Context: an optimization exercise on an open-source flow, tuned for small area, a short achievable clock period and few clock cycles per item. The choices shown serve that exercise and are no tape-out recipe. Where RTL was checked, it was by simulation tests only, not by an equivalence proof against the original. Power is estimated from default activity; no workload was simulated.

the previous run:
==> module pixel_window, before the edit <==
module pixel_window (
    input  logic                      clk,
    input  logic                      rst_n,
    input  logic                      in_valid,
    output logic                      in_ready,
    input  pixel_pkg::pixel_t         in_pixel,
    output logic                      out_valid,
    input  logic                      out_ready,
    output pixel_pkg::pixel_t [15:0]  out_window,
    output logic                      frame_done
);
    localparam int W     = 16;
    localparam int H     = 8;
    localparam int PB    = 24;
    localparam int NPIX  = W * H;
    localparam int NELEM = W * (H + 2);
    localparam int CW    = $clog2(W);
    localparam int SW    = $clog2(NELEM + 1);
    typedef logic [PB-1:0] pixel_t;
    pixel_t          skid;
    logic            skid_v;      
    logic            virt;        
    logic            pend;        
    logic            top_row;     
    logic            win_flag;    
    logic            last;        
    logic [SW-1:0]   elem;        
    logic [SW-1:0]   elem_inc;
    logic            acc;
    logic            in_block;    
    logic            shift;
    logic            skid_v_next;
    logic            virt_next;
    pixel_t          new_elem;
    pixel_t          chain_last;   
    assign in_ready = !in_block;
    assign acc      = in_valid && !in_block;
    assign shift    = (pend || acc) && (!out_valid || out_ready);
    assign new_elem = virt ? chain_last : (skid_v ? skid : in_pixel);
    assign skid_v_next  = skid_v ? !shift : (acc && !shift);
    assign elem_inc     = elem + SW'(1);
    assign virt_next    = shift ? (elem_inc >= SW'(NPIX)) : virt;
    always_ff @(posedge clk or negedge rst_n) begin
        if (!rst_n) begin
            in_block   <= 1'b0;
            skid_v     <= 1'b0;
            virt       <= 1'b0;
            pend       <= 1'b0;
            top_row    <= 1'b1;
            win_flag   <= 1'b0;
            last       <= 1'b0;
            elem       <= '0;
            out_valid  <= 1'b0;
            frame_done <= 1'b0;
        end else begin
            skid_v    <= skid_v_next;
            in_block  <= skid_v_next || virt_next;
            if (shift) begin
                elem     <= elem_inc;
                top_row  <= (elem_inc < SW'(W));
                win_flag <= (elem_inc[SW-1:CW] >= (SW-CW)'(2)) && (elem_inc[CW-1:0] >= CW'(3));
                last     <= (elem_inc == SW'(NELEM));
            end
            virt      <= virt_next;
            pend      <= skid_v_next || (shift ? (virt_next && elem_inc != SW'(NELEM))
                                               : (virt && !last));
            out_valid <= shift ? win_flag : (out_valid && !out_ready);
            if (out_valid && out_ready && last) begin
                frame_done <= 1'b1;
            end
        end
    end
    always_ff @(posedge clk) begin
        if (acc && !shift) begin
            skid <= in_pixel;
        end
    end
    logic   shift_q;
    pixel_t taps   [0:3][0:3];
    pixel_t body   [0:2][4:W-1];
    pixel_t tap_d  [0:2];
    pixel_t seg_out[0:2];
    always_ff @(posedge clk or negedge rst_n) begin
        if (!rst_n) begin
            shift_q <= 1'b0;
        end else begin
            shift_q <= shift;
        end
    end
    for (genvar k = 0; k < 3; k++) begin : g_seg
        assign seg_out[k] = shift_q ? body[k][W-2] : body[k][W-1];
        always_ff @(posedge clk) begin
            tap_d[k] <= taps[k][3];
            if (shift_q) begin
                body[k][4] <= tap_d[k];
                for (int p = 5; p < W; p++) begin
                    body[k][p] <= body[k][p-1];
                end
            end
        end
    end
    assign chain_last = seg_out[0];
    always_ff @(posedge clk) begin
        if (shift) begin
            for (int k = 0; k < 4; k++) begin
                for (int p = 1; p < 4; p++) begin
                    taps[k][p] <= taps[k][p-1];
                end
            end
            taps[0][0] <= new_elem;
            taps[1][0] <= top_row ? new_elem : seg_out[0];
            taps[2][0] <= seg_out[1];
            taps[3][0] <= seg_out[2];
        end
    end
    always_comb begin
        for (int j = 0; j < 4; j++) begin
            for (int i = 0; i < 4; i++) begin
                out_window[j*4 + i] = taps[3-j][3-i];
            end
        end
    end
endmodule
export LEC_CHECK = 0
export CAP_MARGIN = 20
export CORE_MARGIN = 2
export CORE_UTILIZATION = 65
export CTS_CLUSTER_DIAMETER = 60
export CTS_CLUSTER_SIZE = 30
export PLACE_DENSITY = 0.75
export SETUP_SLACK_MARGIN = 2.8
export SLEW_MARGIN = 20
export TNS_END_PERCENT = 5
create_clock -name core_clock -period 5.0 [get_ports {clk}]
standard.sh (not shown) runs the stock make flow with config.mk's settings and CLKGATE_MAP_FILE= SYNTH_SCRIPT=/design/flow/synth_recipe.tcl, a recipe that flattens the netlist after the stock synthesis.
==> flow/flow/run.sh <==
#!/bin/bash
# The standard layout, with plain buffers on the ports instead of the delay cells that
# buffer_ports would otherwise pick.
set -euo pipefail
export BUFFER_PORTS_ARGS="-buffer_cell sky130_fd_sc_hd__buf_2"
bash standard.sh > standard.log 2>&1
Input changes introduced in the current run (baseline for comparison: the previous run):
==> flow/design.v <==
package pixel_pkg;
    typedef logic [24-1:0] pixel_t;
    typedef logic [$clog2(16+1)-1:0] col_t;
    typedef logic [$clog2(8+4)-1:0] row_t;
endpackage
package ctrl_pkg;
    typedef logic [2:0] bank_t;
    typedef enum logic [1:0] {
        FILL = 2'd0,
        RUN  = 2'd1,
        DONE = 2'd2
    } seq_state_e;
endpackage
module pixel_window (
    input  logic                      clk,
    input  logic                      rst_n,
    input  logic                      in_valid,
    output logic                      in_ready,
    input  pixel_pkg::pixel_t         in_pixel,
    output logic                      out_valid,
    input  logic                      out_ready,
    output pixel_pkg::pixel_t [15:0]  out_window,
    output logic                      frame_done
);
    localparam int W     = 16;
    localparam int H     = 8;
    localparam int PB    = 24;
    localparam int NPIX  = W * H;
    localparam int NELEM = W * (H + 2);
    localparam int CLEN  = 3 * W + 4;
    localparam int CW    = $clog2(W);
    localparam int SW    = $clog2(NELEM + 1);
    localparam int AW    = $clog2(NPIX + 1);
    typedef logic [PB-1:0] pixel_t;
    pixel_t          chain [0:CLEN-1];
    pixel_t          skid;
    logic            skid_v;      
    logic            virt;        
    logic            pend;        
    logic            top_row;     
    logic            win_flag;    
    logic            last;        
    logic [AW-1:0]   acc_cnt;
    logic [SW-1:0]   elem;        
    logic [SW-1:0]   elem_inc;
    logic            acc;
    logic            in_block;    
    logic            shift;
    logic            skid_v_next;
    logic [AW-1:0]   acc_cnt_next;
    pixel_t          new_elem;
    assign in_ready = !in_block;
    assign acc      = in_valid && !in_block;
    assign shift    = (pend || acc) && (!out_valid || out_ready);
    assign new_elem = virt ? chain[W-1] : (skid_v ? skid : in_pixel);
    assign skid_v_next  = skid_v ? !shift : (acc && !shift);
    assign acc_cnt_next = acc_cnt + AW'(acc);
    assign elem_inc     = elem + SW'(1);
    always_ff @(posedge clk or negedge rst_n) begin
        if (!rst_n) begin
            in_block   <= 1'b0;
            skid_v     <= 1'b0;
            virt       <= 1'b0;
            pend       <= 1'b0;
            top_row    <= 1'b1;
            win_flag   <= 1'b0;
            last       <= 1'b0;
            acc_cnt    <= '0;
            elem       <= '0;
            out_valid  <= 1'b0;
            frame_done <= 1'b0;
        end else begin
            skid_v    <= skid_v_next;
            acc_cnt   <= acc_cnt_next;
            in_block  <= skid_v_next || (acc_cnt_next == AW'(NPIX));
            if (shift) begin
                elem     <= elem_inc;
                virt     <= (elem_inc >= SW'(NPIX));
                top_row  <= (elem_inc < SW'(W));
                win_flag <= (elem_inc[SW-1:CW] >= (SW-CW)'(2)) && (elem_inc[CW-1:0] >= CW'(3));
                last     <= (elem_inc == SW'(NELEM));
            end
            pend      <= skid_v_next || (shift ? (elem_inc >= SW'(NPIX) && elem_inc != SW'(NELEM))
                                               : (virt && !last));
            out_valid <= shift ? win_flag : (out_valid && !out_ready);
            if (out_valid && out_ready && last) begin
                frame_done <= 1'b1;
            end
        end
    end
    always_ff @(posedge clk) begin
        if (acc && !shift) begin
            skid <= in_pixel;
        end
    end
    always_ff @(posedge clk) begin
        if (shift) begin
            chain[0] <= new_elem;
            for (int p = 1; p < CLEN; p++) begin
                chain[p] <= (p == W && top_row) ? new_elem : chain[p-1];
            end
        end
    end
    always_comb begin
        for (int j = 0; j < 4; j++) begin
            for (int i = 0; i < 4; i++) begin
                out_window[j*4 + i] = chain[(3-j)*W + (3-i)];
            end
        end
    end
endmodule
==> notes.md <==
The previous run did not stop at any stage, and its layout met the timing, design-rule and antenna checks.
In summary, the current run completed successfully, with a layout that passed the timing, design-rule and antenna checks.
Fmax: the current run above the previous run
Compared to the previous run, the current run has power in the clock group 7.3% lower.
Summary — switching power, the current run relative to the previous run: lower, by 1.7 mW.
Summary of the current run over the previous run: power decreased 4.0 mW; setup slack increased 0.031 ns; worst path arrival time decreased 0.03 ns; vertical extent of the die decreased about 1.6%; filler cell count in the final layout decreased 82.
Testbench counts of the current run, summed over its fixed seeds: cycles 5,152, windows 3,328.
For the previous run, only the layout was checked, not whether the RTL still works.

[what the ideal ports hide]
How much do the figures lean on ideal ports? The routed layouts below were timed once more, with nothing changed but the port constraints.
Step 1 sets driving cells, clkbuf_16 on the clock port and buf_2 on the other inputs (assumed; they add their load-dependent delay and slew).
Step 2 also shifts input and output timing later by t, the mid clock arrival at the registers, as if the neighbouring blocks saw the same clock.
Three values: ideal, step 1, step 2; two values: the first two.
| run | shift t [ns] | slack for setup (ns) | worst setup path at the end |
|---|---|---|---|
| the previous run | 0.702 | 2.680 / 2.620 / 2.433 | input to register |
| the current run | 0.688 | 2.711 / 2.654 / 2.085 | input to register |
After both steps every run listed still meets setup and hold. For the current run, which loses most, drivers alone change the setup slack by -0.057 ns; drivers and shift together by -0.626 ns.
